Context: an optimization exercise on an open-source flow, tuned for small area, a short achievable clock period and few clock cycles. The choices shown serve that exercise and are no tape-out recipe.
Power and IR drop assume default switching activity.

05-20:
Design online_shop, start of the top module:
module online_shop
(
	input  logic         clk,
	input  logic         inf,
	input  logic [15:0]  data_in,
	input  logic         id_valid,
	input  logic         act_valid,
	input  logic         item_valid,
	input  logic         num_valid,
	input  logic         amnt_valid,
	input  logic         c_out_valid,
	input  logic [63:0]  c_data_r,
	output logic         c_in_valid,
	output logic         c_r_wb,
	output logic [7:0]   c_addr,
	output logic [63:0]  c_data_w,
	output logic         out_valid,
	output logic [3:0]   err_msg,
	output logic         complete,
	output logic [31:0]  out_info
);
==> module stock_chk, before the edit <==
module stock_chk
(
	input  logic [63:0] w,
	input  logic [1:0]  item,
	input  logic [5:0]  cnt,
	output logic        ok
);
	logic [63:0] sa;
	logic [5:0]  hold;
	assign sa = {w[39:32], w[47:40], w[55:48], w[63:56],
	             w[7:0],   w[15:8],  w[23:16], w[31:24]};
	always_comb begin
		case (item)
			2'd1:    hold = sa[51:46];
			2'd2:    hold = sa[57:52];
			2'd3:    hold = sa[63:58];
			default: hold = 6'd0;
		endcase
	end
	assign ok = hold >= cnt;
endmodule
export LEC_CHECK = 0
export CAP_MARGIN = 20
export CORE_MARGIN = 2
export CORE_UTILIZATION = 50
export SLEW_MARGIN = 20
create_clock -name core_clock -period 9.0 [get_ports {clk}]
standard.sh (not shown) runs the stock make flow with config.mk's settings and CLKGATE_MAP_FILE= SYNTH_SCRIPT=/design/flow/synth_recipe.tcl, a recipe that flattens the netlist after the stock synthesis.
==> flow/flow/run.sh <==
#!/bin/bash
# Own flow: the standard layout (standard.sh, unchanged synthesis and steps) with two
# extra ORFS settings passed on make's command line:
#  - port buffers are buf_1 cells instead of the default delay-buffer cells;
set -euo pipefail
cd "$(dirname "$0")/.."
bash standard.sh \
  "BUFFER_PORTS_ARGS=-buffer_cell sky130_fd_sc_hd__buf_1" \
  SETUP_SLACK_MARGIN=5.8 \
  finish > flow_make.log 2>&1
[inputs] 03-05 vs 05-20
diff --git a/flow/design.v b/flow/design.v
--- a/flow/design.v
+++ b/flow/design.v
@@ -231,16 +231,18 @@
 );
 	logic [63:0] sa;
-	logic [5:0]  hold;
+	logic        ge1, ge2, ge3;
 	assign sa = {w[39:32], w[47:40], w[55:48], w[63:56],
 	             w[7:0],   w[15:8],  w[23:16], w[31:24]};
+	assign ge1 = sa[51:46] >= cnt;
+	assign ge2 = sa[57:52] >= cnt;
+	assign ge3 = sa[63:58] >= cnt;
 	always_comb begin
 		case (item)
-			2'd1:    hold = sa[51:46];
-			2'd2:    hold = sa[57:52];
-			2'd3:    hold = sa[63:58];
-			default: hold = 6'd0;
+			2'd1:    ok = ge1;
+			2'd2:    ok = ge2;
+			2'd3:    ok = ge3;
+			default: ok = cnt == 6'd0;
 		endcase
 	end
-	assign ok = hold >= cnt;
 endmodule
 module dep_user
[summary]
Delta (03-05 minus 05-20): gate count after technology mapping went up 39; pin count of the biggest net entering global routing has increased; routability-driven placement congestion ratio rose by about 1.8%. Top metal layer carrying routed signals: met4 -> 05-20, met5 -> 03-05. 05-20 -> 03-05: area after detailed placement increased slightly. Clock power in 03-05 is about 3% below 05-20. Compared to 05-20, 03-05 has number of global-route vias before repair 1.1% higher. For the critical path depth, 03-05 came in 2 higher than 05-20 did. In 03-05, wire length of the first global-routing pass is higher than in 05-20. Initial antenna violation count is lower on 05-20. In the final reports, the cell area of 03-05 is smaller than that of 05-20. Setup slack in 03-05 is larger than in 05-20. 03-05: all stages complete, timing, DRC and antenna checks passed.
No functional check of the RTL was part of any run of this note.

---

== the previous run ==
online_shop, a different RTL version from the one above (not shown whole).
Size in the first run: ~240 flip-flops, about 14000 um2 of cells after synthesis.
clock: 9.0 ns
lec_check: 0
abc_clock_period_in_ps: 2500
cap_margin: 20
core_margin: 2
core_utilization: 40
setup_slack_margin: 5
slew_margin: 20
run.sh (not shown) runs the stock make flow with config.mk's settings and CLKGATE_MAP_FILE= SYNTH_SCRIPT=/design/flow/synth_recipe.tcl, a recipe that flattens the netlist after the stock synthesis.
Stock flow here: none of the scripts above is used.
The previous run finished every stage and its layout cleared the timing, design-rule and antenna checks.
Edits applied to the flow inputs when going from the previous run to the current run:
diff --git a/flow/design.v b/flow/design.v
--- a/flow/design.v
+++ b/flow/design.v
@@ -179,29 +179,25 @@
 			if (id_valid)
 				got_sid <= 1'b1;
 			if (amnt_valid)
 				got_amt <= 1'b1;
 		end
 	end
-	logic [7:0]  nk;
-	logic [9:0]  nk5;
-	logic [14:0] pk_n;
-	assign nk   = (item[0] ? 8'(cnt) : 8'd0) + (item[1] ? 8'({cnt, 1'b0}) : 8'd0);
-	assign nk5  = 10'(nk) + 10'({nk, 2'b00});
-	assign pk_n = 15'({nk5, 4'b0000}) + 15'({nk5, 2'b00});
+	logic [7:0] nk;
+	assign nk = (item[0] ? 8'(cnt) : 8'd0) + (item[1] ? 8'({cnt, 1'b0}) : 8'd0);
 	always_ff @(posedge clk) begin
-		pk <= pk_n;
-		xk <= {nk5, 2'b00};
+		pk <= 15'(nk) * 15'd100;
+		xk <= 12'(nk) * 12'd20;
 	end
 	logic [63:0] ua;
 	assign ua = {wbuf[39:32], wbuf[47:40], wbuf[55:48], wbuf[63:56],
 	             wbuf[7:0],   wbuf[15:8],  wbuf[23:16], wbuf[31:24]};
 	logic [5:0]  u_hold;
 	logic [6:0]  u_hsum;
-	logic [6:0]  fee_m2;
-	logic [16:0] op_a, op_b, op_c, cs_s, cs_c, m_diff;
+	logic [6:0]  fee;
+	logic [16:0] cost;
 	logic [15:0] u_money_new;
 	logic [12:0] e_sum;
 	logic [1:0]  lvl_new;
 	logic [11:0] exp_new;
 	logic [63:0] ua_buy;
 	logic        inv_full;
@@ -212,26 +208,16 @@
 			2'd2:    u_hold = ua[57:52];
 			2'd3:    u_hold = ua[63:58];
 			default: u_hold = 6'd0;
 		endcase
 		u_hsum    = 7'(u_hold) + 7'(cnt);
 		inv_full  = u_hsum[6];
-		case (ua[45:44])
-			2'd0:    fee_m2 = 7'd8;
-			2'd1:    fee_m2 = 7'd28;
-			2'd2:    fee_m2 = 7'd48;
-			default: fee_m2 = 7'd68;
-		endcase
-		op_a = {1'b0, ua[31:16]};
-		op_b = ~{2'b00, pk};
-		op_c = ~{10'd0, fee_m2};
-		cs_s = op_a ^ op_b ^ op_c;
-		cs_c = (op_a & op_b) | (op_a & op_c) | (op_b & op_c);
-		m_diff = cs_s + {cs_c[15:0], 1'b0};
-		money_low = m_diff[16];
-		u_money_new = m_diff[15:0];
+		fee       = 7'd10 + 7'({ua[45:44], 4'd0}) + 7'({ua[45:44], 2'd0});
+		cost      = 17'(pk) + 17'(fee);
+		money_low = cost > 17'(ua[31:16]);
+		u_money_new = ua[31:16] - cost[15:0];
 		e_sum     = 13'(ua[43:32]) + 13'(xk);
 		lvl_new = ua[45:44];
 		exp_new = e_sum[11:0];
 		case (ua[45:44])
 			2'd3: if (e_sum >= 13'd1000) begin lvl_new = 2'd2; exp_new = 12'd0; end
 			2'd2: if (e_sum >= 13'd2500) begin lvl_new = 2'd1; exp_new = 12'd0; end
--- outcome ---
- The die of the current run is larger than the one used in the previous run.
- Every stage of the flow completed for the current run, and the final layout passed the timing, design-rule and antenna checks.
- The current run vs. the previous run: number of buffers added for setup after CTS +52%; sequential logic power -about 2%; post-layout total power -about 3%.
- The previous run → the current run: logic gate share of total power moved down; final-layout clock buffer total decreased by 8 relative to the old numbers.
No functional check of the RTL was part of any run of this note.

[what the ideal ports hide]
Ports are ideal in the flow. The routed layouts listed here were re-timed in OpenROAD.
Step 1 sets driving cells, clkbuf_16 on the clock port and buf_2 on the other inputs (assumed; they add their load-dependent delay and slew).
Step 2 times the ports against the registers' clock, not the clock port: input delays grow and output delays shrink by t, the midpoint of the rising clock arrivals with the driver on.
a / b / c = no drivers / after step 1 / after step 2; a / b = the first two.
| run | t (ns) | setup slack, ns | latest minus earliest clock arrival (ns) | slew at the worst register clock pin (ns) | worst slew at a driven data input, ns |
|---|---|---|---|---|---|
| 05-20 | 0.591 | 5.463 / 5.472 / 4.881 | 0.020 / 0.020 | 0.07 / 0.07 | 0.07 |
| 03-05 | 0.591 | 5.609 / 5.609 / 5.149 | 0.013 / 0.013 | 0.07 / 0.07 | 0.07 |
| the previous run | 0.607 | 5.031 / 5.033 / 4.427 | 0.032 / 0.033 | 0.07 / 0.07 | 0.07 |
| the current run | 0.615 | 4.967 / 4.967 / 4.431 | 0.031 / 0.031 | 0.06 / 0.06 | 0.05 |
After both steps every run listed still meets setup and hold. For the previous run, which loses most, drivers alone change the setup slack by +0.002 ns; drivers and shift together by -0.604 ns.
